What follows belongs to an exercise in optimizing a design on an open flow for small area; a production flow would make more cautious choices.
Where RTL was checked, it was by simulation tests only, not by an equivalence proof against the original.
No functional check of the RTL was part of run 1.
Power is estimated from default activity; no workload was simulated.

==> flow/run.sh <==
#!/bin/bash
# Layout: the standard flow (standard.sh, standard synthesis included) with
# two changes to how buffers are placed: the clock tree gets no dummy loads
# added for balancing, and each port's buffer is the smallest buffer cell.
# The whole make output goes to standard.log; ORFS keeps each step's own log
# under orfs/logs/.
set -euo pipefail
export BUFFER_PORTS_ARGS="-buffer_cell sky130_fd_sc_hd__buf_1"
export CTS_ARGS="-sink_clustering_enable -repair_clock_nets -dont_use_dummy_load -sink_clustering_size 10 -sink_clustering_max_diameter 35 -buf_list sky130_fd_sc_hd__clkbuf_4"
bash standard.sh > standard.log 2>&1
==> standard.sh <==
#!/bin/bash
# synth_recipe.tcl (not shown) runs the flow's synth.tcl, then flattens the netlist and writes it again
# the make line also repeats each setting of config.mk as NAME=value (left out here)
make -C /OpenROAD-flow-scripts/flow DESIGN_CONFIG=/design/flow/config.mk WORK_HOME=/design/flow/orfs CLKGATE_MAP_FILE= SYNTH_SCRIPT=/design/flow/synth_recipe.tcl "${@:-finish}"
==> config.mk <==
export PLATFORM = sky130hd
export DESIGN_NAME = game_of_life_20
export DESIGN_NICKNAME = game_of_life_20
export VERILOG_FILES = /design/flow/design.v
export SDC_FILE = /design/flow/constraint.sdc
export NUM_CORES = 4
export LEC_CHECK = 0
export CAP_MARGIN = 0
export CORE_MARGIN = 2
export CORE_UTILIZATION = 60
export PLACE_DENSITY = 0.7
export SLEW_MARGIN = 0
export SYNTH_HIERARCHICAL = 1
export SYNTH_MINIMUM_KEEP_SIZE = 0
==> constraint.sdc <==
create_clock -name core_clock -period 10.0 [get_ports {clk}]
set_input_delay 2.0000 -clock core_clock [delete_from_list [all_inputs] [get_ports {clk}]]
set_output_delay 2.0000 -clock core_clock [all_outputs]
set_load 0.01 [all_outputs]
==> design.v <==
package gol_pkg;
  localparam int GRID_N_DEF = 20;
  localparam int H_VIS   = 640;
  localparam int H_FP    = 16;
  localparam int H_SYNC  = 96;
  localparam int H_BP    = 48;
  localparam int H_TOTAL = H_VIS + H_FP + H_SYNC + H_BP;
  localparam int V_VIS   = 480;
  localparam int V_FP    = 10;
  localparam int V_SYNC  = 2;
  localparam int V_BP    = 33;
  localparam int V_TOTAL = V_VIS + V_FP + V_SYNC + V_BP;
  localparam int CW = 10;
  localparam logic [CW-1:0] H_VIS_END  = CW'(H_VIS);
  localparam logic [CW-1:0] H_SYNC_BEG = CW'(H_VIS + H_FP);
  localparam logic [CW-1:0] H_SYNC_END = CW'(H_VIS + H_FP + H_SYNC);
  localparam logic [CW-1:0] H_LAST     = CW'(H_TOTAL - 1);
  localparam logic [CW-1:0] V_VIS_END  = CW'(V_VIS);
  localparam logic [CW-1:0] V_SYNC_BEG = CW'(V_VIS + V_FP);
  localparam logic [CW-1:0] V_SYNC_END = CW'(V_VIS + V_FP + V_SYNC);
  localparam logic [CW-1:0] V_LAST     = CW'(V_TOTAL - 1);
  localparam logic [CW-1:0] GRID_X0 = CW'(160);
  localparam logic [CW-1:0] GRID_Y0 = CW'(80);
  localparam logic [CW-1:0] GRID_X1 = CW'(480);
  localparam logic [CW-1:0] GRID_Y1 = CW'(400);
  typedef struct packed {
    logic [3:0] r;
    logic [3:0] g;
    logic [3:0] b;
  } rgb_t;
  localparam rgb_t RGB_LIVE = 12'hFFF;
  localparam rgb_t RGB_DEAD = 12'h002;
  localparam rgb_t RGB_OFF  = 12'h000;
  typedef logic [GRID_N_DEF-1:0][GRID_N_DEF-1:0] grid_t;
  localparam grid_t SEED_GRID = 400'h00000000000000000000000000000000000000000000000e0000000000000000000000000000000000000000070000400002;
endpackage
import gol_pkg::*;
module vga_timing (
  input  logic          i_clk,
  input  logic          i_rst,
  output logic [4:0]    o_hc,
  output logic [4:0]    o_vr,
  output logic          o_hsync,
  output logic          o_vsync,
  output logic          o_in_win
);
  localparam logic [CW-1:0] H_RST  = CW'(H_TOTAL - int'(GRID_X0));
  localparam logic [CW-1:0] H_WRAP = CW'(H_TOTAL - 1);
  localparam logic [CW-1:0] H_LINE = CW'(H_TOTAL - 1 - int'(GRID_X0));
  localparam logic [CW-1:0] HS_BEG = CW'(int'(H_SYNC_BEG) - int'(GRID_X0));
  localparam logic [CW-1:0] HS_END = CW'(int'(H_SYNC_END) - int'(GRID_X0));
  localparam logic [CW-1:0] H_WIN  = CW'(int'(GRID_X1) - int'(GRID_X0));
  localparam logic [CW-1:0] V_RST  = CW'(V_TOTAL - int'(GRID_Y0));
  localparam logic [CW-1:0] V_WRAP = CW'(V_TOTAL - 1);
  localparam logic [CW-1:0] VS_BEG = CW'(int'(V_SYNC_BEG) - int'(GRID_Y0));
  localparam logic [CW-1:0] VS_END = CW'(int'(V_SYNC_END) - int'(GRID_Y0));
  localparam logic [CW-1:0] V_WIN  = CW'(int'(GRID_Y1) - int'(GRID_Y0));
  logic          r_div;
  logic [CW-1:0] r_h, r_v;
  always_ff @(posedge i_clk) begin
    if (i_rst) begin
      r_div <= 1'b0;
      r_h   <= H_RST;
      r_v   <= V_RST;
    end else begin
      r_div <= !r_div;
      if (r_div) begin
        r_h <= (r_h == H_WRAP) ? '0 : r_h + 1'b1;
        if (r_h == H_LINE) r_v <= (r_v == V_WRAP) ? '0 : r_v + 1'b1;
      end
    end
  end
  assign o_hc     = r_h[8:4];
  assign o_vr     = r_v[8:4];
  assign o_hsync  = !((r_h >= HS_BEG) && (r_h < HS_END));
  assign o_vsync  = !((r_v >= VS_BEG) && (r_v < VS_END));
  assign o_in_win = (r_h < H_WIN) && (r_v < V_WIN);
endmodule
import gol_pkg::*;
module game_of_life_20 (
  input  logic       clk,
  input  logic       rst,
  input  logic       load,
  input  logic       wr_en,
  input  logic [4:0] wr_row,
  input  logic [19:0] wr_data,
  output logic       hsync_out,
  output logic       vsync_out,
  output logic [3:0] red,
  output logic [3:0] green,
  output logic [3:0] blue
);
  localparam int N = GRID_N_DEF;
  localparam logic [7:0] GEN_LAST = 8'h05;
  logic [N-1:0][N-1:0] r_a;         
  logic [N-1:1][N-1:0] r_bn;        
  logic [N-2:1]        r_ok;        
  logic [4:0]          r_lp;        
  logic [7:0]          r_gen;       
  logic [N-1:0]        r_rb, r_nb;  
  logic                w_clr, w_step, w_wr;
  logic [N-1:0]        w_up, w_mid, w_dn, w_next;
  logic [N-1:0]        w_wsel;
  logic [5:0]          w_tsum;
  logic [4:0]          w_tgt;
  assign w_clr  = rst || load;
  assign w_wr   = wr_en && (wr_row < 5'd20);
  assign w_step = !w_clr && !wr_en && (r_gen == GEN_LAST);
  assign w_mid = r_a[0];
  assign w_up  = (r_lp == 5'd0)  ? '0 : ~r_a[N-1];
  assign w_dn  = (r_lp == 5'd19) ? '0 : ~r_a[1];
  logic [N+1:0] w_cs, w_cc;
  assign w_cs[0] = 1'b0;  assign w_cc[0] = 1'b0;
  assign w_cs[N+1] = 1'b0;  assign w_cc[N+1] = 1'b0;
  for (genvar c = 0; c < N; c++) begin : g_csum
    gol_fa u_fa (.i_a(w_up[c]), .i_b(w_mid[c]), .i_c(w_dn[c]), .o_s(w_cs[c+1]), .o_co(w_cc[c+1]));
  end
  for (genvar c = 0; c < N; c++) begin : g_col
    logic h0, h1, a0, a1, b1, b2;
    gol_ha   u_ha   (.i_a(w_up[c]), .i_b(w_dn[c]), .o_s(h0), .o_co(h1));
    gol_fa   u_fa_s (.i_a(w_cs[c]), .i_b(w_cs[c+2]), .i_c(h0), .o_s(a0), .o_co(a1));
    gol_fa   u_fa_c (.i_a(w_cc[c]), .i_b(w_cc[c+2]), .i_c(h1), .o_s(b1), .o_co(b2));
    gol_rule u_rule (.i_a0(a0), .i_a1(a1), .i_b1(b1), .i_b2(b2), .i_mid(w_mid[c]), .o_next(w_next[c]));
  end
  assign w_tsum = 6'(wr_row) + 6'd19 - 6'(r_lp);
  assign w_tgt  = (w_tsum >= 6'd20) ? 5'(w_tsum - 6'd20) : 5'(w_tsum);
  for (genvar k = 0; k < N; k++) begin : g_wsel
    assign w_wsel[k] = w_wr && (w_tgt == 5'(k));
  end
  localparam logic [N*N-1:0] SEED_FLAT = SEED_GRID;
  logic [31:0][N-1:0] w_seed;
  for (genvar k = 0; k < 32; k++) begin : g_seed
    if (k < N) begin : g_row
      assign w_seed[k] = SEED_FLAT[k*N +: N];
    end else begin : g_none
      assign w_seed[k] = '0;
    end
  end
  logic [N-1:0][N-1:0] w_ad;
  for (genvar k = 0; k < N; k++) begin : g_ad
    assign w_ad[k] = rst ? '0 : load ? w_seed[k] : wr_data;
  end
  logic [N-1:0] w_sh0n, w_sh19;
  assign w_sh0n = (r_ok[1] && !w_step) ? r_a[1] : r_bn[1];
  assign w_sh19 = w_step ? w_next : r_a[0];
  for (genvar k = 0; k < N; k++) begin : g_ra
    gol_ring_row u_row (
      .i_clk(clk),
      .i_sel(w_clr || w_wsel[k]),
      .i_d  ((k % 2 == 0) ? ~w_ad[k] : w_ad[k]),
      .i_sh ((k == 0) ? w_sh0n : (k == N - 1) ? w_sh19 : r_a[k+1]),
      .o_q  (r_a[k])
    );
  end
  always_ff @(posedge clk) begin
    for (int k = 1; k < N - 1; k++) begin
      if (w_clr || w_wsel[k]) r_ok[k] <= 1'b1;
      else if (w_step)        r_ok[k] <= 1'b0;
      else if (k == N - 2)    r_ok[k] <= 1'b1;
      else                    r_ok[k] <= r_ok[k+1];
    end
    for (int k = 1; k < N - 1; k++) r_bn[k] <= r_bn[k+1];
    r_bn[N-1] <= ~w_next;
    if (w_clr)                  r_lp <= 5'd0;
    else if (r_lp == 5'd19)     r_lp <= 5'd0;
    else                        r_lp <= r_lp + 5'd1;
    if (w_clr || wr_en || w_step) r_gen <= '0;
    else                          r_gen <= {r_gen[6:0], !(r_gen[7] ^ r_gen[5] ^ r_gen[4] ^ r_gen[3])};
  end
  logic          w_hs, w_vs, w_in_win;
  logic [4:0]    w_vr, w_hc;
  vga_timing u_vga (
    .i_clk   (clk),
    .i_rst   (rst),
    .o_hc    (w_hc),
    .o_vr    (w_vr),
    .o_hsync (w_hs),
    .o_vsync (w_vs),
    .o_in_win(w_in_win)
  );
  always_ff @(posedge clk) begin
    if (r_lp == w_vr) r_nb <= w_next;
    if (load)                         r_rb <= w_seed[w_vr];
    else if (wr_en && wr_row == w_vr) r_rb <= wr_data;
    else if (w_step)                  r_rb <= r_nb;
    else if (r_lp == w_vr)            r_rb <= r_a[0];
  end
  logic r_live, r_win;
  always_ff @(posedge clk) begin
    if (rst) begin
      hsync_out <= 1'b1;
      vsync_out <= 1'b1;
      r_live    <= 1'b0;
      r_win     <= 1'b0;
    end else begin
      hsync_out <= w_hs;
      vsync_out <= w_vs;
      r_live    <= w_in_win && r_rb[w_hc];
      r_win     <= w_in_win;
    end
  end
  assign red   = {4{r_live}};
  assign green = {4{r_live}};
  assign blue  = {r_live, r_live, r_win, r_live};
endmodule
module gol_ring_row (
  input  logic        i_clk,
  input  logic        i_sel,
  input  logic [19:0] i_d,
  input  logic [19:0] i_sh,
  output logic [19:0] o_q
);
  always_ff @(posedge i_clk) o_q <= ~(i_sel ? i_d : i_sh);
endmodule
module gol_fa (
  input  logic i_a,
  input  logic i_b,
  input  logic i_c,
  output logic o_s,
  output logic o_co
);
  assign o_s  = i_a ^ i_b ^ i_c;
  assign o_co = (i_a & i_b) | (i_a & i_c) | (i_b & i_c);
endmodule
module gol_ha (
  input  logic i_a,
  input  logic i_b,
  output logic o_s,
  output logic o_co
);
  assign o_s  = i_a ^ i_b;
  assign o_co = i_a & i_b;
endmodule
module gol_rule (
  input  logic i_a0,
  input  logic i_a1,
  input  logic i_b1,
  input  logic i_b2,
  input  logic i_mid,
  output logic o_next
);
  assign o_next = (i_a0 || i_mid) && (i_a1 ^ i_b1) && !i_b2;
endmodule
==> results.cfg, run 1 <==
[run_status]
status = timing/DRC/antenna clean

[logic_synthesis]
synth_area_leader_cell = dfxtp_1
synth_common_cells = dfxtp_1, mux2i_1, nor2_1
synth_cell_types = 70
synth-edff-count = 40
synth_cells = 2030
synth_top_cells_by_area = dfxtp_1, mux2i_1, fa_1
yosysWarnings = 9
yosysSeqAreaShare_pct = 64.4
async_flop_share_pct = 0
synth-main-ff-cell = dfxtp_1
netlist_area_um2 = 27900
yosys.area.top_type_share_pct = 60.1
synth.most_common_cell = dfxtp_1
syn_area_per_cell_um2 = 13.7
synth-seq-cells = 876

[timing]
drv_slew = 0
tightest_slew_ns = 1.03
period_share_pct = 55.3
fin_crit_ns = 5.53
fin_skew_ns = 0.0844
max-slew-margin-rel_pct = 31.4
fin_tns_setup_ns = 0
rsz0062_at_grt = no
hold_viol = 0
fmax_mhz = 181
setup_viol = 0
setup_ws_ns = 4.47

[cts]
clkLatencyLatePin_ns = 0.90
clk_pin_slew_ns = 0.10
cts_resized = 0
cts_buffers = 117
holdBufCountCts = 0
cts_buffer_depth = 3
cts_root_buf = clkbuf_4
clock_sinks = 876
post_cts_buffers = 0
cts_max_level = 3
cts_tree = built

[cells_and_area]
final_util_pct = 64.0
instances_no_fill = 2727
final_nets = 2255
area_growth_pct = 4.73
nFillCells = 3511
drive_above_1_share_pct = 11.0

[detailed_routing]
wirelength_um = 54700
vias = 14800
drc = 0
ant_nets = 0
viasPerCell = 5.41
drt_iter0_drc = 753
wl_per_cell_um = 20.1
first_pass_iters = 5

[floorplanning]
initial_core_util_pct = 61.1
rows = 78
die_h_um = 219
die_x_um = 219
core_um2 = 45600
die_area_um2 = 48200
ios = 43

[run]
drv_cap = 0

[critical_path]
worstPathRequired_ns = 10.76
r2r_start = r_lp[1]
worstSetupEndpointType = flop
critical_path_class = primary input to flop
r2r-end = g_ra[19].u_row.o_q[18]
r2r_cells = 14
cp-start-kind = primary input
cp_data_arrival_time_ns = 6.29
worst-r2r-setup-slack_ns = 5.24
cp_max_fo = 11

[power]
powerDensity_nw_per_um2 = 205
power_leakage_nw = 13.4
p_sw_share_pct = 23.3
peakVddDrop_uv = 135
pwr-share-comb_pct = 7.2
p_int_mw = 4.58
seq_power_share_pct = 66.6
switchingPower_mw = 1.39
power_frac_clock_pct = 26.2
power.total_mw = 5.97

[grt]
grt_use_total_pct = 23.4
antenna_found_initial = 2
grt_start_max_net_pins = 42
grt_pass1_vias = 15200
grt.overflow.total = 0
grt_pass1_wl_um = 85400

[placement]
place.gp.congestion = 0.822
dp_slack_ns = 3.68
io_buffers = 42
hpwlAfterDp_um = 34800
dp.cells = 2607

[worst_hold_path]
whs_endpoint = r_bn[8]
hp-start = r_bn[28]
min_path_cells = 0
hp-class = flop to flop
-- state kept, by name, summed over array words and instances, names as in the netlist --
| name | cells |
|---|---|
| g_ra.u_row.o_q | 400 |
| r_win | 1 |
| r_nb | 20 |
| vsync_out | 1 |
| r_rb | 20 |
| u_vga.r_v | 10 |
| r_lp | 5 |
| r_gen | 8 |
| hsync_out | 1 |
| r_ok | 18 |
| u_vga.r_h | 10 |
| r_live | 1 |
| r_bn | 380 |
| u_vga.r_div | 1 |
-- power by group through the flow --
stage	registers (mW)	logic [mW]	clock network, mW
6_report	3.98	0.430	1.56
5_1_grt	4.01	0.471	1.77
4_1_cts	3.99	0.433	1.63
3_5_place_dp	4.06	0.431	0
3_3_place_gp	4.05	0.414	0
2_1_floorplan	4.02	0.324	0
-- modules after synthesis, one instance, submodules excluded --
| module | copies in the design | cell area [um^2] |
|---|---|---|
| game_of_life_20 | 1 | 12300 |
| vga_timing | 1 | 1200 |
| gol_ring_row | 20 | 623 |
| gol_rule | 20 | 22.5 |
| gol_fa | 60 | 20.0 |
| gol_ha | 20 | 12.5 |
-- how the worst max path moves through the flow --
stage,startpoint,cells past startpoint,endpoint
after floorplan,wr_row[1],13,g_ra[15].u_row.o_q[12]
after detailed placement,wr_row[2],15,g_ra[19].u_row.o_q[18]
after global placement,wr_row[2],15,g_ra[18].u_row.o_q[17]
after global routing,wr_row[2],15,g_ra[19].u_row.o_q[18]
after CTS,wr_row[2],15,g_ra[19].u_row.o_q[18]
final,wr_row[1],14,g_ra[19].u_row.o_q[18]
-- layout by cell type, fill, tap and decap left out, types with 5 or more instances in the layout --
| cell type | n |
|---|---|
| mux2i_1 | 405 |
| nor3_2 | 22 |
| clkbuf_4 | 117 |
| a311o_1 | 6 |
| edfxtp_1 | 40 |
| nor3_1 | 7 |
| o21ai_2 | 19 |
| o21ai_0 | 36 |
| xor2_1 | 13 |
| o21bai_1 | 7 |
| nor2_1 | 100 |
| a21o_1 | 15 |
| mux2_2 | 20 |
| nand3_1 | 21 |
| buf_1 | 41 |
| mux4_2 | 5 |
| fa_1 | 61 |
| nand2_1 | 80 |
| a21oi_1 | 10 |
| and2_1 | 9 |
| dfxtp_1 | 836 |
| xnor2_1 | 31 |
| nand3b_1 | 5 |
| inv_1 | 60 |
| buf_4 | 27 |
| ha_1 | 39 |
| a311oi_1 | 14 |
-- routing by layer --
layer  up-vias  wire length [um]  global-route usage, %  share of wire [%]
met5         -                 0                      0                  0
met4         0              1560                   8.92                2.8
met3       107              2920                   4.38                5.3
met2       337             25000                   37.1                 46
met1      7255             25200                   32.1                 46
li1       7062                 -                      -                  -
-- layout make-up --
| type | instances | area, um^2 | area share, % |
|---|---|---|---|
| antenna | 3 | 7.51 | 0.0257 |
| clock buffer | 117 | 878 | 3.01 |
| inverter | 61 | 229 | 0.785 |
| multi-input combinational | 1001 | 9020 | 30.9 |
| sequential | 876 | 17900 | 61.5 |
| tap | 600 | 751 | 2.57 |
| timing repair buffer | 69 | 362 | 1.24 |
-- logic make-up after synthesis --
logic type | synth area share [%]
AOI/OAI and AO/OA | 3.02
xor gates and xnor gates | 1.38
adders and majority gates | 6.13
buffers and inverters | 3.60
DFF | 64.4
muxes | 15.9
other | 0.0135
and+or+nand+nor | 5.61
-- per-stage QoR --
stage | hold slack (ns) | instance area [um^2]
floorplan | 0.310 | 27900
global placement | 0.310 | 28300
detailed placement | 0.312 | 28300
CTS | 0.282 | 29200
global route | 0.269 | 29200
finish | 0.262 | 29200
-- critical path, cell delays in order --
cell      delay (ns)
buf_1           0.11
ha_1            0.31
ha_1            0.22
fa_1            0.41
xor2_1          0.42
inv_1           0.14
ha_1            0.22
a21boi_0        0.38
o21a_1          0.20
nor4b_1         0.25
a21oi_1         0.19
o21ai_2         0.78
buf_4           0.39
mux2i_1         0.22
==> run 2: changes to the inputs <==
--- a/design.v
+++ b/design.v
@@ -147,6 +147,7 @@
     gol_ring_row u_row (
       .i_clk(clk),
       .i_sel(w_clr || w_wsel[k]),
+      .i_seln(!(w_clr || w_wsel[k])),
       .i_d  ((k % 2 == 0) ? ~w_ad[k] : w_ad[k]),
       .i_sh ((k == 0) ? w_sh0n : (k == N - 1) ? w_sh19 : r_a[k+1]),
       .o_q  (r_a[k])
@@ -206,11 +207,12 @@
 module gol_ring_row (
   input  logic        i_clk,
   input  logic        i_sel,
+  input  logic        i_seln,
   input  logic [19:0] i_d,
   input  logic [19:0] i_sh,
   output logic [19:0] o_q
 );
-  always_ff @(posedge i_clk) o_q <= ~(i_sel ? i_d : i_sh);
+  always_ff @(posedge i_clk) o_q <= ~(({20{i_sel}} & i_d) | ({20{i_seln}} & i_sh));
 endmodule
 module gol_fa (
   input  logic i_a,
==> config.mk (replaced) <==
export PLATFORM = sky130hd
export DESIGN_NAME = game_of_life_20
export DESIGN_NICKNAME = game_of_life_20
export VERILOG_FILES = /design/flow/design.v
export SDC_FILE = /design/flow/constraint.sdc
export NUM_CORES = 4
export LEC_CHECK = 0
export CAP_MARGIN = 20
export CORE_MARGIN = 2
export CORE_UTILIZATION = 75
export PLACE_DENSITY = 0.85
export SLEW_MARGIN = 20
export SYNTH_HIERARCHICAL = 1
export SYNTH_MINIMUM_KEEP_SIZE = 0
==> results.cfg, run 2 <==
[floorplanning]
ios = 43
core_um2 = 35700
die_area_um2 = 37900
initial_core_util_pct = 76.5
die_x_um = 195
rows = 69
die_h_um = 195

[grt]
grt_start_max_net_pins = 60
antenna_found_initial = 2
grt_pass1_wl_um = 95500
grt_use_total_pct = 32.8
grt_pass1_vias = 17500
grt.overflow.total = 0

[critical_path]
cp_max_fo = 22
worstSetupEndpointType = flop
cp-start-kind = primary input
critical_path_class = primary input to flop
worstPathRequired_ns = 10.75
cp_data_arrival_time_ns = 6.66

[cts]
cts_buffer_depth = 3
cts_resized = 0
cts_max_level = 3
cts_tree = built
clkLatencyLatePin_ns = 0.89
clock_sinks = 876
cts_root_buf = clkbuf_4
clk_pin_slew_ns = 0.10
holdBufCountCts = 0
cts_buffers = 109
post_cts_buffers = 0

[logic_synthesis]
yosys.area.top_type_share_pct = 61.4
syn_area_per_cell_um2 = 13.0
netlist_area_um2 = 27300
synth_common_cells = dfxtp_1, a22oi_1, nor2_1
synth_cells = 2098
synth.most_common_cell = dfxtp_1
synth_area_leader_cell = dfxtp_1
synth-seq-cells = 876
synth_top_cells_by_area = dfxtp_1, a22oi_1, fa_1
yosysSeqAreaShare_pct = 65.8
synth-main-ff-cell = dfxtp_1
yosysWarnings = 9
synth-edff-count = 40
async_flop_share_pct = 0
synth_cell_types = 72

[detailed_routing]
drc = 0
first_pass_iters = 6
wl_per_cell_um = 23.5
vias = 16900
viasPerCell = 6.46
ant_nets = 0
drt_iter0_drc = 1927
wirelength_um = 61200

[timing]
fin_tns_setup_ns = 0
drv_slew = 0
max-slew-margin-rel_pct = 25.5
rsz0062_at_grt = no
hold_viol = 0
period_share_pct = 59.1
fin_skew_ns = 0.0834
tightest_slew_ns = 1.12
fmax_mhz = 169
setup_viol = 0
fin_crit_ns = 5.91

[placement]
io_buffers = 42
place.gp.congestion = 0.942
hpwlAfterDp_um = 40000

[run]
drv_cap = 0

[cells_and_area]
final_nets = 2275
area_growth_pct = 3.08
largest_reg_flops = 400
final_util_pct = 78.8
layout_common_cells = dfxtp_1, a22oi_1, clkbuf_4
top_regs = g_ra.u_row.o_q (400), r_bn (380)
regMostFlops = g_ra.u_row.o_q
layout_commonest_cell = dfxtp_1
drive_above_1_share_pct = 10.7
nFillCells = 2119

[power]
powerDensity_nw_per_um2 = 231
power_leakage_nw = 11.3
peakVddDrop_uv = 186

[run_status]
status = timing/DRC/antenna clean

[worst_hold_path]
hp-class = flop to flop
run 2: changes by cell type in the layout (fill, tap and decap cells not counted), moves of 8 or more:
cell      previous run  this run
a22oi_1              2       382
a22oi_2              0        20
inv_1               60        75
o21ai_2             19         8
mux2i_1            405         5
o21ai_1              0        10
clkbuf_4           117       109
run 2: cells by family (layout without fill, tap and decap cells):
group,count (synthesis),after routing,synth area share [%]
AO/OA/AOI/OAI,528,528,14.7
XOR/XNOR,44,44,1.41
adder cells (fa/ha/maj),100,100,6.27
buffers and inverters,211,254,4.56
flip-flops,876,876,65.8
multiplexers,32,32,1.53
other,1,8,0.0138
AND/OR/NAND/NOR,306,306,5.74
run 2: metal layers:
metal	vias up	track usage [%]	wire, um
li1	7465	-	-
met1	8214	40.3	23200
met2	941	54.4	29300
met3	242	8.00	5690
met4	2	16.7	3000
met5	-	0	13
run 2: Yosys stat by module (local to each module, per instance):
module	cell area (um^2)	times used
gol_ring_row	588	20
gol_fa	20.0	60
gol_rule	22.5	20
gol_ha	12.5	20
vga_timing	1200	1
game_of_life_20	12400	1
run 2: stage by stage:
stage | setup slack, ns | hold slack [ns] | power, mW | area (um^2) | cells
floorplan | 4.78 | 0.310 | 4.81 | 27300 | 2101
global placement | 3.62 | 0.311 | 4.99 | 27300 | 2496
detailed placement | 3.32 | 0.312 | 5.04 | 27300 | 2496
CTS | 4.24 | 0.304 | 6.52 | 28100 | 2605
global route | 3.86 | 0.305 | 6.77 | 28100 | 2606
finish | 4.09 | 0.293 | 6.50 | 28100 | 2609
run 2: where the power goes:
| part | total [mW] | internal (mW) | switching (mW) | leakage, nW |
|---|---|---|---|---|
| logic | 0.585 | 0.214 | 0.371 | 3.47 |
| clock network | 1.52 | 0.499 | 1.02 | 0.502 |
| registers | 4.40 | 4.19 | 0.209 | 7.33 |
run 2: path summary, 6_finish.rpt:
path	end	slack (ns)	cells past startpoint	start
worst min-delay path	r_bn[32]	0.29	0	r_bn[52]
worst max register to register	g_ra[13].u_row.o_q[11]	4.92	12	r_lp[1]
worst min register to register	r_bn[32]	0.29	0	r_bn[52]
worst max-delay path	g_ra[13].u_row.o_q[11]	4.09	12	wr_row[1]
run 2: area by class of cell:
cell class / count / area, um^2 / share of cell area (%)
Antenna cell: 4 / 10.0 / 0.0356
Clock buffer: 109 / 818 / 2.91
Inverter: 76 / 285 / 1.01
Multi-Input combinational cell: 1014 / 8130 / 28.9
Sequential cell: 876 / 17900 / 63.8
Tap cell: 461 / 577 / 2.05
Timing Repair Buffer: 69 / 360 / 1.28
run 2: worst max-delay path, stage by stage:
cell and delay [ns]:
buf_1 0.10, ha_1 0.31, ha_1 0.25, fa_1 0.41
xnor2_1 0.48, ha_1 0.29, a21boi_0 0.42, o32ai_4 0.18
mux2i_2 0.28, o21ai_2 0.90, inv_1 0.69, a22oi_1 0.35
==> run 3: changes to the inputs <==
--- a/config.mk
+++ b/config.mk
@@ -7,8 +7,11 @@
 export LEC_CHECK = 0
 export CAP_MARGIN = 20
 export CORE_MARGIN = 2
-export CORE_UTILIZATION = 75
-export PLACE_DENSITY = 0.85
+export CORE_UTILIZATION = 60
+export CTS_BUF_LIST = sky130_fd_sc_hd__clkbuf_4
+export CTS_CLUSTER_DIAMETER = 30
+export CTS_CLUSTER_SIZE = 8
+export PLACE_DENSITY = 0.7
 export SLEW_MARGIN = 20
 export SYNTH_HIERARCHICAL = 1
 export SYNTH_MINIMUM_KEEP_SIZE = 0
==> results.cfg, run 3 <==
[run_status]
status = timing/DRC/antenna clean

[cts]
cts_root_buf = clkbuf_4
clk_pin_slew_ns = 0.10
cts_resized = 0
post_cts_buffers = 0
holdBufCountCts = 0
clkLatencyLatePin_ns = 0.92
cts_tree = built
clock_sinks = 876
cts_max_level = 3
cts_buffer_depth = 3
cts_buffers = 115

[critical_path]
crit_cells = 12
cp_cell_sequence = buf_1, ha_1, ha_1, fa_1, xnor2_1, ha_1, a21boi_0, o32ai_4, mux2_4, o21ai_2, inv_1, a22oi_1
cp-start-kind = primary input
cp_top_family = compound AO/OA/AOI/OAI gates
worst-path-buf-inv = 2
slowest_stage = o21ai_2
cp_data_arrival_time_ns = 6.77
worstSetupEndpointType = flop
critical_path_class = primary input to flop
max_stage_delay_ns = 0.83
cp_max_fo = 22
r2r_cells = 12
crit_top_cell = ha_1
worstPathRequired_ns = 10.73

[timing]
hold_viol = 0
fmax_mhz = 165
fin_skew_ns = 0.106
tightest_slew_ns = 1.05
period_share_pct = 60.5
max-slew-margin-rel_pct = 29.8
fin_tns_setup_ns = 0
rsz0062_at_grt = no
fin_crit_ns = 6.05
setup_viol = 0
drv_slew = 0

[logic_synthesis]
syn_area_per_cell_um2 = 13.0
netlist_area_um2 = 27300
synth.most_common_cell = dfxtp_1
synth-main-ff-cell = dfxtp_1
synth_common_cells = dfxtp_1, a22oi_1, nor2_1
synth_area_leader_cell = dfxtp_1
synth_top_cells_by_area = dfxtp_1, a22oi_1, fa_1
yosys.area.top_type_share_pct = 61.4
synth-edff-count = 40
yosysSeqAreaShare_pct = 65.8
yosysWarnings = 9
synth_cell_types = 72
synth-seq-cells = 876
synth_cells = 2098
async_flop_share_pct = 0

[power]
peakVddDrop_uv = 158
powerDensity_nw_per_um2 = 229
power_leakage_nw = 11.3

[floorplanning]
ios = 43
rows = 78
die_h_um = 217
die_x_um = 217
core_um2 = 45100
die_area_um2 = 47200
initial_core_util_pct = 60.5

[detailed_routing]
drt_iter0_drc = 1635
vias = 16600
wirelength_um = 63000
drc = 0
wl_per_cell_um = 22.8
ant_nets = 0
first_pass_iters = 10
viasPerCell = 6.02

[grt]
grt.overflow.total = 0
grt_use_total_pct = 27.2
grt_start_max_net_pins = 59
grt_pass1_wl_um = 96800
grt_pass1_vias = 16800
antenna_found_initial = 3

[cells_and_area]
final_util_pct = 62.9
area_growth_pct = 4.02
drive_above_1_share_pct = 11.1
layout_common_cells = dfxtp_1, a22oi_1, clkbuf_4
top_regs = g_ra.u_row.o_q (400), r_bn (380)
final_nets = 2286
regMostFlops = g_ra.u_row.o_q
largest_reg_flops = 400
layout_commonest_cell = dfxtp_1

[worst_hold_path]
min_path_cells = 0
hp-class = flop to flop

[placement]
place.gp.congestion = 0.915
hpwlAfterDp_um = 40700
io_buffers = 42

[run]
drv_cap = 0
## run 3: path summary, 6_finish.rpt
kind	start	end	slack, ns
setup reg to reg	r_lp[1]	g_ra[1].u_row.o_q[4]	4.70
setup / recovery	wr_row[1]	g_ra[1].u_row.o_q[4]	3.95
hold reg to reg	r_bn[169]	r_bn[149]	0.26
hold / removal	r_bn[169]	r_bn[149]	0.26
## run 3: stage by stage
| stage | instance area [um^2] | setup slack, ns | hold WS [ns] | power, mW | std cells |
|---|---|---|---|---|---|
| after global placement | 27500 | 3.55 | 0.310 | 5.00 | 2640 |
| after detailed placement | 27500 | 3.29 | 0.312 | 5.03 | 2640 |
| after CTS | 28400 | 4.20 | 0.281 | 6.56 | 2755 |
| final | 28400 | 3.95 | 0.258 | 6.50 | 2759 |
| after global routing | 28400 | 3.87 | 0.283 | 6.82 | 2759 |
| after floorplan | 27300 | 4.78 | 0.310 | 4.81 | 2101 |
## run 3: final cells by class
class / instances / area [um^2]
Antenna cell: 4 / 10.0
Tap cell: 600 / 751
Fill cell: 3547 / 16700
Clock buffer: 115 / 863
Inverter: 76 / 285
Multi-Input combinational cell: 1014 / 8130
Sequential cell: 876 / 17900
Timing Repair Buffer: 74 / 398
## run 3: worst reg2reg max path: stages (launching register included)
cell and delay [ns]:
dfxtp_1 0.41, inv_1 0.09, ha_1 0.29, ha_1 0.26, fa_1 0.42, xnor2_1 0.49
ha_1 0.30, a21boi_0 0.45, o32ai_4 0.19, mux2_4 0.38, o21ai_2 0.83, inv_1 0.68
a22oi_1 0.36
## run 3: power breakdown
group          internal, mW  leakage, nW  switching [mW]
Sequential             4.19         7.33           0.199
Clock                 0.524        0.529            1.02
Combinational         0.214         3.49           0.362
Total                  4.92         11.3            1.58
## run 3: modules after synthesis, one instance, submodules excluded
module	flip-flops and latches	area [um^2]	copies in the design
gol_rule	0	22.5	20
gol_fa	0	20.0	60
game_of_life_20	455	12400	1
vga_timing	21	1200	1
gol_ring_row	20	588	20
gol_ha	0	12.5	20
## run 3: layer usage
metal | vias to the layer above | routed length [um] | share of wire [%] | GRT usage [%]
met2 | 783 | 29000 | 46 | 42.9
met5 | - | 0 | 0 | 0
met1 | 8137 | 25800 | 41 | 35.8
li1 | 7501 | - | - | -
met3 | 193 | 5620 | 8.9 | 5.94
met4 | 0 | 2610 | 4.1 | 12.7
## run 3: kinds of logic after synthesis
group,share of synthesized area (%)
mux,1.53
buf+inv,4.56
other cells,0.0138
compound gates,14.7
flops,65.8
simple gates,5.74
fa+ha+maj,6.27
xor+xnor,1.41
==> run 4: changes to the inputs <==
--- a/flow/run.sh
+++ b/flow/run.sh
@@ -6,5 +6,5 @@
 # under orfs/logs/.
 set -euo pipefail
 export BUFFER_PORTS_ARGS="-buffer_cell sky130_fd_sc_hd__buf_1"
-export CTS_ARGS="-sink_clustering_enable -repair_clock_nets -dont_use_dummy_load -sink_clustering_size 10 -sink_clustering_max_diameter 35 -buf_list sky130_fd_sc_hd__clkbuf_4"
+export CTS_ARGS="-sink_clustering_enable -repair_clock_nets -dont_use_dummy_load -sink_clustering_size 12 -sink_clustering_max_diameter 30 -buf_list sky130_fd_sc_hd__clkbuf_4"
 bash standard.sh > standard.log 2>&1
==> config.mk (replaced) <==
export PLATFORM = sky130hd
export DESIGN_NAME = game_of_life_20
export DESIGN_NICKNAME = game_of_life_20
export VERILOG_FILES = /design/flow/design.v
export SDC_FILE = /design/flow/constraint.sdc
export NUM_CORES = 4
export LEC_CHECK = 0
export CAP_MARGIN = 20
export CORE_MARGIN = 2
export CORE_UTILIZATION = 75
export PLACE_DENSITY = 0.85
export SLEW_MARGIN = 20
export SYNTH_HIERARCHICAL = 1
export SYNTH_MINIMUM_KEEP_SIZE = 0
==> results.cfg, run 4 <==
[cts]
clock_sinks = 876
holdBufCountCts = 0
post_cts_buffers = 0
cts_tree = built
clkLatencyLatePin_ns = 0.89
cts_root_buf = clkbuf_4
cts_buffer_depth = 3
cts_resized = 0
cts_max_level = 3
cts_buffers = 117
clk_pin_slew_ns = 0.10

[logic_synthesis]
synth-main-ff-cell = dfxtp_1
synth_cells = 2098
async_flop_share_pct = 0
syn_area_per_cell_um2 = 13.0
synth_top_cells_by_area = dfxtp_1, a22oi_1, fa_1
synth_cell_types = 72
synth.most_common_cell = dfxtp_1
netlist_area_um2 = 27300
yosys.area.top_type_share_pct = 61.4
yosysSeqAreaShare_pct = 65.8
synth-edff-count = 40
synth_common_cells = dfxtp_1, a22oi_1, nor2_1
synth-seq-cells = 876
synth_area_leader_cell = dfxtp_1
yosysWarnings = 9

[cells_and_area]
area_growth_pct = 3.29
final_util_pct = 79.0
drive_above_1_share_pct = 11.0
layout_commonest_cell = dfxtp_1
top_regs = g_ra.u_row.o_q (400), r_bn (380)
regMostFlops = g_ra.u_row.o_q
layout_common_cells = dfxtp_1, a22oi_1, clkbuf_4
design_area_um2 = 28200
instances_no_fill = 2616
regArea_um2 = 17900
multi_input_area_um2 = 8130
nFillCells = 2106
final_nets = 2283
largest_reg_flops = 400

[timing]
max-slew-margin-rel_pct = 25.2
rsz0062_at_grt = no
hold_viol = 0
fin_crit_ns = 5.92
setup_ws_ns = 4.08
tightest_slew_ns = 1.12
fin_skew_ns = 0.0977
drv_slew = 0
period_share_pct = 59.2
setup_viol = 0
fin_tns_setup_ns = 0
fmax_mhz = 169

[critical_path]
max_stage_delay_ns = 0.90
cp_cell_sequence = buf_1, ha_1, ha_1, fa_1, xnor2_1, ha_1, a21boi_0, o32ai_4, mux2i_2, o21ai_2, inv_1, a22oi_1
r2r_cells = 12
cp_data_arrival_time_ns = 6.68
crit_cells = 12
critical_path_class = primary input to flop
crit_top_cell = ha_1
worstSetupEndpointType = flop
cp-start-kind = primary input
critPathLaunch = wr_row[1]
cp_top_family = compound AO/OA/AOI/OAI gates
slowest_stage = o21ai_2
r2r_start = r_lp[1]
worst-r2r-setup-slack_ns = 4.90
r2r-end = g_ra[13].u_row.o_q[11]
critPathCapture = g_ra[13].u_row.o_q[11]
cp_max_fo = 22
worst-path-buf-inv = 2
worstPathRequired_ns = 10.76

[power]
peakVddDrop_uv = 225
powerDensity_nw_per_um2 = 232
seq_power_share_pct = 67.2
power_frac_clock_pct = 23.8
p_sw_share_pct = 24.5
pwr-share-comb_pct = 9.0
switchingPower_mw = 1.60
power_leakage_nw = 11.3
p_int_mw = 4.93

[placement]
place.gp.congestion = 0.942
dp.cells = 2496
io_buffers = 42
dp_slack_ns = 3.32
place_area_um2 = 27300
hpwlAfterDp_um = 40000

[detailed_routing]
first_pass_iters = 24
ant_nets = 0
drc = 0
wirelength_um = 61500
vias = 17000
drt_iter0_drc = 2016
viasPerCell = 6.50
wl_per_cell_um = 23.5

[grt]
grt_start_max_net_pins = 60
grt.overflow.total = 0
grt_pass1_wl_um = 95900
antenna_found_initial = 2
grt_pass1_vias = 17500
grt_use_total_pct = 33.0

[floorplanning]
ios = 43
core_um2 = 35700
initial_core_util_pct = 76.5
rows = 69
die_area_um2 = 37900
die_x_um = 195
die_h_um = 195

[worst_hold_path]
hp-class = flop to flop

[run]
drv_cap = 0

[run_status]
status = timing/DRC/antenna clean
[run 4: cell counts after synthesis]
Identical to the previous run, type by type.
[run 4: per-stage QoR]
| stage | power, mW | hold slack (ns) |
|---|---|---|
| after floorplan | 4.81 | 0.310 |
| after global placement | 4.99 | 0.311 |
| after detailed placement | 5.04 | 0.312 |
| after CTS | 6.57 | 0.272 |
| after global routing | 6.81 | 0.278 |
| final | 6.54 | 0.274 |
[run 4: power groups by stage]
stage / Clock, mW / Combinational (mW) / Sequential [mW]
6_report: 1.55 / 0.589 / 4.40
5_1_grt: 1.72 / 0.640 / 4.45
4_1_cts: 1.59 / 0.578 / 4.40
3_5_place_dp: 0 / 0.572 / 4.47
3_3_place_gp: 0 / 0.541 / 4.45
2_1_floorplan: 0 / 0.444 / 4.36
[run 4: final cells by class]
cell class / instances / area share (%)
Clock buffer: 117 / 3.12
Multi-Input combinational cell: 1014 / 28.8
Timing Repair Buffer: 69 / 1.28
Tap cell: 461 / 2.05
Antenna cell: 3 / 0.0266
Sequential cell: 876 / 63.7
Inverter: 76 / 1.01
[run 4: how the worst min path moves through the flow]
stage	cells past startpoint	endpoint	from
2_1_floorplan	0	r_bn[0]	r_bn[20]
3_5_place_dp	0	r_bn[176]	r_bn[196]
4_1_cts	0	r_bn[186]	r_bn[206]
3_3_place_gp	0	r_bn[29]	r_bn[49]
6_report	0	r_bn[186]	r_bn[206]
5_1_grt	0	r_bn[225]	r_bn[245]
[run 4: kinds of logic after synthesis]
family                   share of synthesized area (%)
AO/OA/AOI/OAI                                     14.7
XOR/XNOR                                          1.41
adder cells (fa/ha/maj)                           6.27
buffers and inverters                             4.56
flip-flops                                        65.8
multiplexers                                      1.53
other                                           0.0138
AND/OR/NAND/NOR                                   5.74
[run 4: Yosys stat by module (local to each module, per instance)]
module | cell area [um^2] | copies in the design
game_of_life_20 | 12400 | 1
vga_timing | 1200 | 1
gol_ring_row | 588 | 20
gol_rule | 22.5 | 20
gol_fa | 20.0 | 60
gol_ha | 12.5 | 20
[run 4: worst reg2reg max path: cells and delay by family (launching register included)]
kind | cells | cell delay (ns)
compound gates | 4 | 1.87
fa+ha+maj | 4 | 1.24
buf+inv | 2 | 0.79
xor+xnor | 1 | 0.47
flops | 1 | 0.39
mux | 1 | 0.28
[run 4: per-layer routing]
layer | up-vias | wire length (um) | part of all wire (%) | GRT usage, %
met2 | 1001 | 29700 | 48 | 54.8
met5 | - | 0 | 0 | 0
met3 | 224 | 5490 | 8.9 | 6.89
met1 | 8314 | 23300 | 38 | 41.2
met4 | 0 | 2990 | 4.9 | 16.7
li1 | 7478 | - | - | -
==> run 5: changes to the inputs <==
--- a/design.v
+++ b/design.v
@@ -140,19 +140,40 @@
   for (genvar k = 0; k < N; k++) begin : g_ad
     assign w_ad[k] = rst ? '0 : load ? w_seed[k] : wr_data;
   end
-  logic [N-1:0] w_sh0n, w_sh19;
-  assign w_sh0n = (r_ok[1] && !w_step) ? r_a[1] : r_bn[1];
-  assign w_sh19 = w_step ? w_next : r_a[0];
-  for (genvar k = 0; k < N; k++) begin : g_ra
+  logic [N-1:0] w_sel;
+  logic         w_fromb, w_sel0a, w_sel0b, w_sel19a, w_sel19b;
+  for (genvar k = 0; k < N; k++) begin : g_sel
+    assign w_sel[k] = w_clr || w_wsel[k];
+  end
+  assign w_fromb  = !r_ok[1] || w_step;
+  assign w_sel0a  = !w_sel[0] && !w_fromb;
+  assign w_sel0b  = !w_sel[0] && w_fromb;
+  assign w_sel19a = !w_sel[N-1] && !w_step;
+  assign w_sel19b = !w_sel[N-1] && w_step;
+  gol_ring_row3 u_row0 (
+    .i_clk(clk),
+    .i_s0 (w_sel[0]),  .i_d0(~w_ad[0]),
+    .i_s1 (w_sel0a),   .i_d1(r_a[1]),
+    .i_s2 (w_sel0b),   .i_d2(r_bn[1]),
+    .o_q  (r_a[0])
+  );
+  for (genvar k = 1; k < N - 1; k++) begin : g_ra
     gol_ring_row u_row (
       .i_clk(clk),
-      .i_sel(w_clr || w_wsel[k]),
-      .i_seln(!(w_clr || w_wsel[k])),
+      .i_sel(w_sel[k]),
+      .i_seln(!w_sel[k]),
       .i_d  ((k % 2 == 0) ? ~w_ad[k] : w_ad[k]),
-      .i_sh ((k == 0) ? w_sh0n : (k == N - 1) ? w_sh19 : r_a[k+1]),
+      .i_sh (r_a[k+1]),
       .o_q  (r_a[k])
     );
   end
+  gol_ring_row3 u_row19 (
+    .i_clk(clk),
+    .i_s0 (w_sel[N-1]), .i_d0(w_ad[N-1]),
+    .i_s1 (w_sel19a),   .i_d1(r_a[0]),
+    .i_s2 (w_sel19b),   .i_d2(w_next),
+    .o_q  (r_a[N-1])
+  );
   always_ff @(posedge clk) begin
     for (int k = 1; k < N - 1; k++) begin
       if (w_clr || w_wsel[k]) r_ok[k] <= 1'b1;
@@ -214,6 +235,19 @@
 );
   always_ff @(posedge i_clk) o_q <= ~(({20{i_sel}} & i_d) | ({20{i_seln}} & i_sh));
 endmodule
+module gol_ring_row3 (
+  input  logic        i_clk,
+  input  logic        i_s0,
+  input  logic [19:0] i_d0,
+  input  logic        i_s1,
+  input  logic [19:0] i_d1,
+  input  logic        i_s2,
+  input  logic [19:0] i_d2,
+  output logic [19:0] o_q
+);
+  always_ff @(posedge i_clk)
+    o_q <= ~(({20{i_s0}} & i_d0) | ({20{i_s1}} & i_d1) | ({20{i_s2}} & i_d2));
+endmodule
 module gol_fa (
   input  logic i_a,
   input  logic i_b,
--- a/flow/run.sh
+++ b/flow/run.sh
@@ -6,5 +6,5 @@
 # under orfs/logs/.
 set -euo pipefail
 export BUFFER_PORTS_ARGS="-buffer_cell sky130_fd_sc_hd__buf_1"
-export CTS_ARGS="-sink_clustering_enable -repair_clock_nets -dont_use_dummy_load -sink_clustering_size 12 -sink_clustering_max_diameter 30 -buf_list sky130_fd_sc_hd__clkbuf_4"
+export CTS_ARGS="-sink_clustering_enable -repair_clock_nets -dont_use_dummy_load -sink_clustering_size 10 -sink_clustering_max_diameter 35 -buf_list sky130_fd_sc_hd__clkbuf_4"
 bash standard.sh > standard.log 2>&1
--- a/config.mk
+++ b/config.mk
@@ -8,6 +8,7 @@
 export CAP_MARGIN = 20
 export CORE_MARGIN = 2
 export CORE_UTILIZATION = 75
+export GPL_TIMING_DRIVEN = 0
 export PLACE_DENSITY = 0.85
 export SLEW_MARGIN = 20
 export SYNTH_HIERARCHICAL = 1
==> results.cfg, run 5 <==
[run_status]
status = timing/DRC/antenna clean

[critical_path]
crit_top_cell = ha_1
critical_path_class = primary input to flop
cp_data_arrival_time_ns = 6.03
critPathLaunch = wr_row[1]
r2r_start = r_lp[1]
worstPathRequired_ns = 10.70
cp_top_family = adder cells
cp-start-kind = primary input
worstSetupEndpointType = flop
worst-path-buf-inv = 3
max_stage_delay_ns = 0.54
r2r-end = u_row0.o_q[7]
slowest_stage = xnor2_1
cp_cell_sequence = buf_1, ha_1, ha_1, fa_1, xnor2_1, ha_1, a21boi_0, o32a_1, buf_6, mux2_4, a21oi_2, nor2_1, buf_2, a222oi_1
r2r_cells = 14
worst-r2r-setup-slack_ns = 5.40
cp_max_fo = 10

[logic_synthesis]
synth_common_cells = dfxtp_1, a22oi_1, nor2_1
yosysWarnings = 10
netlist_area_um2 = 27100
yosysSeqAreaShare_pct = 66.1
synth-edff-count = 40
synth_cell_types = 74
synth-main-ff-cell = dfxtp_1
synth_area_leader_cell = dfxtp_1
synth_cells = 2054
async_flop_share_pct = 0
synth.most_common_cell = dfxtp_1
synth-seq-cells = 876
yosys.area.top_type_share_pct = 61.7
syn_area_per_cell_um2 = 13.2
synth_top_cells_by_area = dfxtp_1, a22oi_1, fa_1

[power]
power_leakage_nw = 11.8
peakVddDrop_uv = 232
powerDensity_nw_per_um2 = 248

[floorplanning]
ios = 43
rows = 69
die_x_um = 194
core_um2 = 35600
die_area_um2 = 37700
die_h_um = 194
initial_core_util_pct = 76.3

[cells_and_area]
nFillCells = 1981
final_nets = 2339
regMostFlops = r_bn
design_area_um2 = 28700
top_regs = r_bn (380), g_ra.u_row.o_q (360)
drive_above_1_share_pct = 13.3
largest_reg_flops = 380
layout_commonest_cell = dfxtp_1
area_growth_pct = 5.82
layout_common_cells = dfxtp_1, a22oi_1, clkbuf_4

[cts]
cts_resized = 0
holdBufCountCts = 0
cts_root_buf = clkbuf_4
cts_buffer_depth = 3
post_cts_buffers = 0
cts_buffers = 107
cts_max_level = 3
clk_pin_slew_ns = 0.10
clock_sinks = 876
clkLatencyLatePin_ns = 0.85
cts_tree = built

[grt]
top_usage_layer = met2
grt_pass1_vias = 17300
grt_use_met2_pct = 52.6
grt_start_max_net_pins = 21
grt_use_total_pct = 32.7
met3_usage_pct = 5.93
antenna_found_initial = 3
globalRouteMet1Util_pct = 43.4
grt.overflow.total = 0
grt_pass1_wl_um = 95200

[detailed_routing]
wl_per_cell_um = 22.6
ant_nets = 0
viasPerCell = 6.27
wirelength_um = 60300
first_pass_iters = 9
drt_iter0_drc = 1512
vias = 16800
drc = 0

[timing]
hold_viol = 0
tightest_slew_ns = 1.19
period_share_pct = 53.2
fin_skew_ns = 0.0643
rsz0062_at_grt = no
max-slew-margin-rel_pct = 19.2
setup_ws_ns = 4.68
setup_viol = 0
fin_tns_setup_ns = 0
fmax_mhz = 188
fin_crit_ns = 5.32
drv_slew = 0

[worst_hold_path]
hp-class = flop to flop
whs_endpoint = r_bn[189]
hp-start = r_bn[209]
min_path_cells = 0

[placement]
place_area_um2 = 27900
place.gp.congestion = 0.876
hpwlAfterDp_um = 43100
io_buffers = 42
dp_slack_ns = 3.95

[run]
drv_cap = 0
-- run 5: cell types whose count changed after synthesis, moves of 7 or more --
cell / before / now
o21ai_0: 35 / 20
o21ai_1: 9 / 2
a222oi_1: 0 / 40
a22oi_1: 382 / 344
mux2_2: 20 / 0
nand2_1: 86 / 77
-- run 5: metrics by stage --
stage          utilization (%)  power, mW  hold slack, ns  std cells
2_1_floorplan                -       5.25           0.310       2057
3_3_place_gp              78.3       5.53           0.310       2560
3_5_place_dp              78.4       5.66           0.312       2562
4_1_cts                   80.7       7.14           0.298       2669
5_1_grt                   80.7       7.43           0.301       2673
6_report                  80.7       7.13           0.311       2673
-- run 5: how the worst max path moves through the flow --
stage,end,slack (ns),cells past startpoint
after floorplan,u_row0.o_q[18],4.80,13
after global placement,u_row0.o_q[1],4.08,14
after detailed placement,u_row0.o_q[17],3.95,14
after CTS,u_row0.o_q[5],4.82,14
after global routing,u_row0.o_q[7],4.51,15
final,u_row0.o_q[7],4.68,14
-- run 5: where the power goes --
part | leakage, nW | total (mW) | internal [mW] | switching (mW)
sequential | 7.34 | 4.60 | 4.33 | 0.266
combinational | 3.93 | 1.04 | 0.396 | 0.641
clock | 0.492 | 1.50 | 0.490 | 1.01
total | 11.8 | 7.13 | 5.22 | 1.91
-- run 5: kinds of logic after synthesis --
kind of cell,Yosys count,share of synthesized area (%)
flops,876,66.1
buf+inv,210,4.61
compound gates,508,14.8
mux,19,1.06
xor+xnor,44,1.42
other cells,1,0.0138
simple gates,296,5.62
fa+ha+maj,100,6.30
-- run 5: cell type report --
class	count	area (um^2)	share of cell area [%]
diodes	4	10.0	0.0349
plain buffers	134	966	3.37
clock buffers	107	803	2.80
inverters	76	285	0.994
multi-input cells	971	7950	27.7
flip-flops and latches	876	17900	62.5
well taps	461	577	2.01
repair buffers	44	173	0.602
-- run 5: routing by layer --
| metal | up-vias | wire (um) |
|---|---|---|
| li1 | 7608 | - |
| met1 | 8148 | 24100 |
| met2 | 823 | 28700 |
| met3 | 187 | 4920 |
| met4 | 0 | 2520 |
| met5 | - | 0 |
-- run 5: Yosys stat by module (local to each module, per instance) --
module,cells,area [um^2],copies in the design,flip-flops and latches
gol_ha,1,12.5,20,0
gol_rule,3,22.5,20,0
gol_ring_row,44,588,18,20
vga_timing,137,1200,1,21
gol_fa,1,20.0,60,0
game_of_life_20,893,12100,1,455
gol_ring_row3,46,646,2,20
==> run 6: changes to the inputs <==
--- a/config.mk
+++ b/config.mk
@@ -8,7 +8,6 @@
 export CAP_MARGIN = 20
 export CORE_MARGIN = 2
 export CORE_UTILIZATION = 75
-export GPL_TIMING_DRIVEN = 0
 export PLACE_DENSITY = 0.85
 export SLEW_MARGIN = 20
 export SYNTH_HIERARCHICAL = 1
==> results.cfg, run 6 <==
[grt]
grt.overflow.total = 0
grt_start_max_net_pins = 42
grt_pass1_vias = 16500
antenna_found_initial = 1
grt_use_total_pct = 30.9
grt_pass1_wl_um = 91100

[logic_synthesis]
synth-edff-count = 40
synth_area_leader_cell = dfxtp_1
synth-seq-cells = 876
syn_area_per_cell_um2 = 13.2
synth_top_cells_by_area = dfxtp_1, a22oi_1, fa_1
synth.most_common_cell = dfxtp_1
synth_cells = 2054
yosys.area.top_type_share_pct = 61.7
yosysSeqAreaShare_pct = 66.1
synth-main-ff-cell = dfxtp_1
yosysWarnings = 10
async_flop_share_pct = 0
netlist_area_um2 = 27100
synth_common_cells = dfxtp_1, a22oi_1, nor2_1
synth_cell_types = 74

[floorplanning]
die_area_um2 = 37700
core_um2 = 35600
die_h_um = 194
rows = 69
die_x_um = 194
ios = 43
initial_core_util_pct = 76.3

[critical_path]
cp_data_arrival_time_ns = 6.47
critical_path_class = primary input to flop
worstPathRequired_ns = 10.72
cp-start-kind = primary input
worstSetupEndpointType = flop
cp_max_fo = 22

[timing]
rsz0062_at_grt = no
tightest_slew_ns = 0.940
drv_slew = 0
fin_crit_ns = 5.75
whs_ns = 0.305
hold_viol = 0
fin_skew_ns = 0.0700
setup_viol = 0
max-slew-margin-rel_pct = 37.2
fmax_mhz = 174
fin_tns_setup_ns = 0
period_share_pct = 57.5

[detailed_routing]
wl_per_cell_um = 22.3
drc = 0
vias = 16300
ant_nets = 0
viasPerCell = 6.34
drt_iter0_drc = 1676
first_pass_iters = 9
wirelength_um = 57100

[cts]
cts_buffer_depth = 3
cts_buffers = 109
post_cts_buffers = 0
holdBufCountCts = 0
cts_tree = built
cts_root_buf = clkbuf_4
clk_pin_slew_ns = 0.10
cts_resized = 0
clock_sinks = 876
cts_max_level = 3
clkLatencyLatePin_ns = 0.85

[placement]
hpwlAfterDp_um = 38900
place.gp.congestion = 0.929
dp.cells = 2453
io_buffers = 42
place_area_um2 = 27100

[cells_and_area]
layout_commonest_cell = dfxtp_1
design_area_um2 = 28000
largest_reg_flops = 380
instances_no_fill = 2563
drive_above_1_share_pct = 10.2
regMostFlops = r_bn
final_util_pct = 78.6
layout_common_cells = dfxtp_1, a22oi_1, clkbuf_4
top_regs = r_bn (380), g_ra.u_row.o_q (360)
final_nets = 2232
area_growth_pct = 3.08

[run]
drv_cap = 0

[power]
power_leakage_nw = 11.3
peakVddDrop_uv = 228
powerDensity_nw_per_um2 = 252

[run_status]
status = timing/DRC/antenna clean

[worst_hold_path]
hp-class = flop to flop
[run 6: cell types whose count changed in the layout (fill, tap and decap cells not counted), moves of 2 or more]
cell and change:
clkbuf_4 +2, clkbuf_1 -21, nor2_1 -2, nor2_2 +2
buf_6 -42, buf_2 -46, diode_2 -3
[run 6: metrics by stage]
stage	setup WS [ns]	total power, mW
floorplan	4.80	5.25
global placement	3.73	5.48
detailed placement	3.59	5.59
CTS	4.43	7.07
global route	4.01	7.37
finish	4.25	7.04
[run 6: cell families after synthesis]
kind of cell	share of synthesized area (%)
simple gates	5.62
other cells	0.0138
buf+inv	4.61
xor+xnor	1.42
flops	66.1
fa+ha+maj	6.30
mux	1.06
compound gates	14.8
[run 6: worst paths after layout]
path              from                   end  slack [ns]  depth (start not counted)
max reg2reg    r_lp[1]  g_ra[3].u_row.o_q[2]        5.01                         12
min reg2reg  r_bn[132]             r_bn[112]        0.31                          0
max          wr_row[1]  g_ra[3].u_row.o_q[2]        4.25                         12
min          r_bn[132]             r_bn[112]        0.31                          0
[run 6: power by group]
part           leakage (nW)  switching [mW]  internal [mW]
sequential             7.34           0.279           4.33
combinational          3.45           0.574          0.349
clock                 0.501            1.01          0.499
[run 6: critical path: stages]
cell	delay (ns)
buf_1	0.10
ha_1	0.30
ha_1	0.23
fa_1	0.41
xnor2_1	0.45
ha_1	0.35
a21boi_0	0.29
o32a_1	0.51
mux2i_1	0.29
o21a_1	0.67
inv_1	0.52
a22oi_1	0.34
[run 6: layout make-up]
cell class                      instances  area (um^2)
Antenna cell                            1         2.50
Clock buffer                          109          818
Fill cell                            2142         7610
Inverter                               76          285
Multi-Input combinational cell        971         7980
Sequential cell                       876        17900
Tap cell                              461          577
Timing Repair Buffer                   69          360
[run 6: per-module statistics from Yosys (local to each module, per instance)]
module           area, um^2  cells
game_of_life_20       12100    893
vga_timing             1200    137
gol_ring_row3           646     46
gol_ring_row            588     44
gol_rule               22.5      3
gol_fa                 20.0      1
gol_ha                 12.5      1
[run 6: layer usage]
metal / routed length (um) / up-vias / GRT usage [%]
li1: - / 7405 / -
met5: 0 / - / 0
met3: 5090 / 129 / 6.12
met2: 26100 / 797 / 47.7
met1: 23800 / 7922 / 43.0
met4: 2110 / 0 / 13.1
==> run 7: changes to the inputs <==
--- a/design.v
+++ b/design.v
@@ -275,5 +275,5 @@
   input  logic i_mid,
   output logic o_next
 );
-  assign o_next = (i_a0 || i_mid) && (i_a1 ^ i_b1) && !i_b2;
-endmodule
+  assign o_next = !i_b2 && (i_a1 != i_b1) && (i_a0 || i_mid);
+endmodule
==> results.cfg, run 7 <==
[cells_and_area]
layout_common_cells = dfxtp_1, a22oi_1, clkbuf_4
area_growth_pct = 3.02
largest_reg_flops = 380
top_regs = r_bn (380), g_ra.u_row.o_q (360)
regMostFlops = r_bn
final_nets = 2209
drive_above_1_share_pct = 9.24
layout_commonest_cell = dfxtp_1

[logic_synthesis]
yosysSeqAreaShare_pct = 66.6
async_flop_share_pct = 0
synth_cell_types = 74
synth-seq-cells = 876
synth_area_leader_cell = dfxtp_1
yosys.area.top_type_share_pct = 62.1
synth-main-ff-cell = dfxtp_1
synth-edff-count = 40
synth_common_cells = dfxtp_1, a22oi_1, nor2_1
synth.most_common_cell = dfxtp_1
synth_top_cells_by_area = dfxtp_1, a22oi_1, fa_1
netlist_area_um2 = 26900
yosysWarnings = 10
syn_area_per_cell_um2 = 13.2
synth_cells = 2034

[floorplanning]
die_x_um = 194
die_h_um = 194
ios = 43
rows = 69
initial_core_util_pct = 75.9
core_um2 = 35500
die_area_um2 = 37500

[worst_hold_path]
min_path_cells = 0
whs_endpoint = r_bn[14]
hp-start = r_bn[34]
hp-class = flop to flop

[grt]
grt_use_total_pct = 31.2
grt_pass1_vias = 17100
grt_pass1_wl_um = 91800
antenna_found_initial = 1
grt.overflow.total = 0
grt_start_max_net_pins = 42

[timing]
fin_crit_ns = 5.99
max-slew-margin-rel_pct = 28.9
fin_skew_ns = 0.0835
whs_ns = 0.281
fmax_mhz = 167
rsz0062_at_grt = no
fin_tns_setup_ns = 0
period_share_pct = 59.9
tightest_slew_ns = 1.07
drv_slew = 0
hold_viol = 0
setup_viol = 0

[detailed_routing]
drc = 0
ant_nets = 0
wl_per_cell_um = 22.8
first_pass_iters = 8
drt_iter0_drc = 1613
wirelength_um = 58000
vias = 16600
viasPerCell = 6.52

[cts]
cts_resized = 0
cts_buffer_depth = 3
clk_pin_slew_ns = 0.10
post_cts_buffers = 0
cts_tree = built
holdBufCountCts = 0
cts_buffers = 110
cts_root_buf = clkbuf_4
clock_sinks = 876
clkLatencyLatePin_ns = 0.85
cts_max_level = 3

[critical_path]
r2r-end = g_ra[1].u_row.o_q[12]
worstPathRequired_ns = 10.74
cp-start-kind = primary input
worst-r2r-setup-slack_ns = 4.82
r2r_cells = 12
r2r_start = r_lp[1]
cp_data_arrival_time_ns = 6.73
critical_path_class = primary input to flop
worstSetupEndpointType = flop
cp_max_fo = 22
critPathLaunch = wr_row[1]

[run_status]
status = timing/DRC/antenna clean

[power]
powerDensity_nw_per_um2 = 252
peakVddDrop_uv = 183
power_leakage_nw = 11.2

[placement]
hpwlAfterDp_um = 39000
place.gp.congestion = 0.918
io_buffers = 42

[run]
drv_cap = 0
run 7: cell types whose count changed in the layout (fill, tap and decap cells not counted):
cell / before / now
nor2_1: 96 / 76
clkbuf_4: 109 / 110
diode_2: 1 / 2
nor3_2: 23 / 3
xnor2_1: 31 / 11
o22ai_1: 3 / 23
a211oi_1: 0 / 20
buf_4: 27 / 23
run 7: critical path, cell delays in order:
cell and delay [ns]:
buf_1 0.10, ha_1 0.29, ha_1 0.22, fa_1 0.41
xnor2_1 0.44, ha_1 0.38, a21boi_0 0.27, o32a_1 0.50
mux2_4 0.37, a21oi_2 0.75, inv_1 0.62, a22oi_1 0.37
run 7: cell families after synthesis:
| kind of cell | Yosys count | synth area share [%] |
|---|---|---|
| DFF | 876 | 66.6 |
| AOI/OAI and AO/OA | 548 | 16.0 |
| and+or+nand+nor | 256 | 4.63 |
| buffers and inverters | 210 | 4.64 |
| adders and majority gates | 100 | 6.34 |
| xor gates and xnor gates | 24 | 0.780 |
| muxes | 19 | 1.06 |
| other | 1 | 0.0139 |
run 7: metal layers:
metal / vias up / GRT usage (%) / share of wire [%]
li1: 7385 / - / -
met1: 8111 / 39.6 / 39
met2: 867 / 50.8 / 48
met3: 196 / 7.10 / 8.6
met4: 0 / 15.7 / 4.3
met5: - / 0 / 0
run 7: worst max path at each step:
stage                                  endpoint
after floorplan                  u_row0.o_q[18]
after global placement           u_row0.o_q[19]
after detailed placement         u_row0.o_q[13]
after CTS                         u_row0.o_q[1]
after global routing      g_ra[1].u_row.o_q[12]
final                     g_ra[1].u_row.o_q[12]
run 7: power by group:
part / total [mW] / switching (mW) / internal (mW)
clock: 1.51 / 1.01 / 0.503
sequential: 4.65 / 0.294 / 4.36
combinational: 0.836 / 0.520 / 0.316
run 7: layout make-up:
type | count | area, um^2
inverters | 76 | 285
well taps | 461 | 577
multi-input cells | 951 | 7800
repair buffers | 65 | 330
flip-flops and latches | 876 | 17900
fillers | 2128 | 7720
diodes | 2 | 5.00
clock buffers | 110 | 826
run 7: stage by stage:
step	setup slack, ns	power (mW)	util [%]	cells	cell area [um^2]
after floorplan	4.80	5.21	-	2037	27000
after global placement	3.63	5.47	75.9	2429	26900
after detailed placement	3.19	5.55	75.9	2429	26900
after CTS	4.07	7.03	78.2	2539	27800
after global routing	3.69	7.32	78.2	2541	27800
final	4.01	7.00	78.2	2541	27800
run 7: Yosys stat by module, one instance, submodules excluded:
module	copies in the design	flip-flops and latches	area (um^2)
game_of_life_20	1	455	12100
gol_fa	60	0	20.0
gol_ha	20	0	12.5
gol_ring_row	18	20	588
gol_ring_row3	2	20	646
gol_rule	20	0	13.8
vga_timing	1	21	1200

static timing again, ports no longer ideal:
Ports are ideal in the flow. The routed layouts listed here were re-timed in OpenROAD. Step 1 assumes that a clkbuf_16 drives the clock port and a buf_2 every other input. Step 2 also shifts input and output timing later by t, the mid clock arrival at the registers, as if the neighbouring blocks saw the same clock. a / b / c = ideal ports / drivers / drivers and shift; a / b = the first two.
| run | t, ns | setup slack, ns | hold slack, ns | worst register clock-pin slew, ns |
|---|---|---|---|---|
| run 1 | 0.918 | 4.469 / 4.504 / 3.586 | 0.262 / 0.262 / 0.262 | 0.11 / 0.11 |
| run 2 | 0.901 | 4.094 / 4.125 / 3.224 | 0.293 / 0.293 / 0.293 | 0.11 / 0.11 |
| run 3 | 0.906 | 3.952 / 3.984 / 3.078 | 0.258 / 0.258 / 0.258 | 0.11 / 0.11 |
| run 4 | 0.896 | 4.075 / 4.108 / 3.212 | 0.274 / 0.274 / 0.274 | 0.12 / 0.12 |
| run 5 | 0.877 | 4.676 / 4.711 / 3.835 | 0.311 / 0.311 / 0.311 | 0.11 / 0.11 |
| run 6 | 0.862 | 4.250 / 4.279 / 3.417 | 0.305 / 0.305 / 0.305 | 0.10 / 0.10 |
| run 7 | 0.851 | 4.007 / 4.039 / 3.188 | 0.281 / 0.281 / 0.281 | 0.11 / 0.11 |
After both steps every run listed still meets setup and hold. The setup slack of run 1, which loses most, moves by +0.035 ns with the drivers and by -0.883 ns with both steps.
